This design comes from an exercise in tuning for small area and a short achievable clock period on the open sky130 flow, not from production work. The RTL was checked by simulation tests, not by an equivalence proof against the original design. Power is estimated from default activity; no workload was simulated.

## rope_sim_top
module rope_sim_top (
    input  wire logic                    clk,
    input  wire logic                    reset,
    input  wire logic                    step,
    input  wire rope_sim_pkg::coord_t    anchor_x,
    input  wire rope_sim_pkg::coord_t    anchor_y,
    input  wire rope_sim_pkg::node_sel_t node_sel,
    output logic                         step_done,
    output logic                         busy,
    output rope_sim_pkg::coord_t         sel_x,
    output rope_sim_pkg::coord_t         sel_y
);
For scale: ~7200 cells after synthesis, roughly 580 flip-flops, roughly 140 I/O pins.
Settings: LEC_CHECK=0, ABC_AREA=1, CAP_MARGIN=20, CORE_MARGIN=2, CORE_UTILIZATION=40, SLEW_MARGIN=20; clock period 24.0 ns.
standard.sh (not shown) runs the stock make flow with config.mk's settings and CLKGATE_MAP_FILE= SYNTH_SCRIPT=/design/flow/synth_recipe.tcl, a recipe that flattens the netlist after the stock synthesis.
==> flow/flow/run.sh <==
#!/bin/bash
# Standard layout with a larger setup target for repair_timing (the SDC
# and clock period are the design's; only the optimisation aims for more
# slack). Gate cloning is off so no register is ever duplicated.
set -euo pipefail
cd "$(dirname "$0")/.."
bash standard.sh SETUP_SLACK_MARGIN=17 SKIP_GATE_CLONING=1 finish > flow_make.log 2>&1
The starting point passed the timing, design-rule and antenna checks.
Change:
--- a/flow/flow/run.sh
+++ b/flow/flow/run.sh
@@ -6,2 +6,2 @@
 cd "$(dirname "$0")/.."
-bash standard.sh SETUP_SLACK_MARGIN=17 SKIP_GATE_CLONING=1 finish > flow_make.log 2>&1
+bash standard.sh SETUP_SLACK_MARGIN=17.7 SKIP_GATE_CLONING=1 finish > flow_make.log 2>&1
Effect: Wire length climbs slightly; critical path depth drops by 3; clock skew rises by 0.0030 ns; setup slack gets better by 0.60 ns; cell area came out higher by a few percent; total power came out higher by a few percent; cell count goes up slightly; synthesized cell count stays the same; maximum frequency goes up by roughly a tenth; global-route usage is about the same; clock power is about the same.

v16:
Starting RTL as in the previous note.
Settings: LEC_CHECK=0, ABC_AREA=1, CAP_MARGIN=60, CORE_MARGIN=2, CORE_UTILIZATION=40, SLEW_MARGIN=60; clock period 24.0 ns.
run.sh (not shown) runs the stock make flow with config.mk's settings and CLKGATE_MAP_FILE= SYNTH_SCRIPT=/design/flow/synth_recipe.tcl, a recipe that flattens the netlist after the stock synthesis.
Stock flow here: none of the scripts above is used.
Input-level comparison between v37 and v16:
# v16
export LEC_CHECK = 0
export ABC_AREA = 1
export CAP_MARGIN = 60
export CORE_MARGIN = 2
export CORE_UTILIZATION = 40
export SLEW_MARGIN = 60
create_clock -name core_clock -period 24.0 [get_ports {clk}]
# v37
export LEC_CHECK = 0
export ABC_AREA = 1
export CAP_MARGIN = 20
export CORE_MARGIN = 2
export CORE_UTILIZATION = 40
export SLEW_MARGIN = 20
create_clock -name core_clock -period 24.0 [get_ports {clk}]
Notes after the runs:
- v37 against v16: net count reported at finish about even, combinational fraction of design power shrank by 0.5 points.
- | sequential share of layout area | v16 vs v37 | ≈ equal |
- As far as required time of the critical path is concerned, v16 and v37 perform about the same.
- v16 has higher switching part of the total power than v37.
- Post-detailed-route via-to-cell ratio: v37 vs v16, no meaningful difference

rope_sim_top, a different RTL version from the one above (not shown whole).
Size in the first run: about 600 flip-flops, roughly 140 I/O pins.
clock: 24.0 ns
lec_check: 0
abc_area: 1
cap_margin: 20
core_margin: 2
core_utilization: 40
slew_margin: 20
standard.sh (not shown) runs the stock make flow with config.mk's settings and CLKGATE_MAP_FILE= SYNTH_SCRIPT=/design/flow/synth_recipe.tcl, a recipe that flattens the netlist after the stock synthesis.
==> flow/flow/run.sh <==
#!/bin/bash
# Standard layout with a larger setup target for repair_timing (the SDC
# and clock period are the design's; only the optimisation aims for more
# slack). Gate cloning is off so no register is ever duplicated.
set -euo pipefail
cd "$(dirname "$0")/.."
bash standard.sh SETUP_SLACK_MARGIN=17.7 SKIP_GATE_CLONING=1 finish > flow_make.log 2>&1
The starting point passed the timing, design-rule and antenna checks.
Change:
==> flow/run.sh (new file) <==
#!/bin/bash
# synth_recipe.tcl (not shown) runs the flow's synth.tcl, then flattens the netlist and writes it again
# the make line also repeats each setting of config.mk as NAME=value (left out here)
make -C /OpenROAD-flow-scripts/flow DESIGN_CONFIG=/design/flow/config.mk WORK_HOME=/design/flow/orfs CLKGATE_MAP_FILE= SYNTH_SCRIPT=/design/flow/synth_recipe.tcl finish
removed: flow/flow/run.sh
removed: flow/standard.sh
Effect:
- non-clock buffer count goes down by 259
- area after synthesis is unchanged
- critical path depth is lower by 9
- via count fell by a few percent
- global-route usage drops by 1.4 points
- power went down by a little under a tenth

[port drivers added, routing unchanged]
The results above use ideal ports. As a check the final layouts listed here were re-extracted and re-timed, cells and wires unchanged.
Step 1 sets driving cells, clkbuf_16 on the clock port and buf_2 on the other inputs (assumed; they add their load-dependent delay and slew).
Step 2 also shifts input and output timing later by t, the mid clock arrival at the registers, as if the neighbouring blocks saw the same clock.
Slacks: no drivers / after step 1 / after step 2; pairs: no drivers / after step 1.
run	shift t [ns]	slack for setup (ns)	hold slack, ns	latest minus earliest clock arrival (ns)	worst register clock-pin slew, ns
the first run of note 1	0.772	17.042 / 17.017 / 16.310	0.452 / 0.452 / 0.452	0.027 / 0.027	0.08 / 0.08
the second run of note 1	0.766	17.644 / 17.620 / 16.922	0.466 / 0.466 / 0.466	0.031 / 0.031	0.07 / 0.07
v16	0.768	15.827 / 15.827 / 15.827	0.455 / 0.455 / 0.455	0.027 / 0.027	0.07 / 0.07
v37	0.766	15.619 / 15.619 / 15.107	0.453 / 0.453 / 0.453	0.026 / 0.026	0.08 / 0.08
the first run of note 3	0.767	17.608 / 17.608 / 16.879	0.459 / 0.459 / 0.459	0.036 / 0.036	0.07 / 0.07
the second run of note 3	0.758	15.161 / 15.161 / 15.161	0.456 / 0.456 / 0.456	0.037 / 0.036	0.07 / 0.07
After both steps setup and hold are still met in every run listed. For the first run of note 1, which loses most, drivers alone change the setup slack by -0.025 ns; drivers and shift together by -0.732 ns.
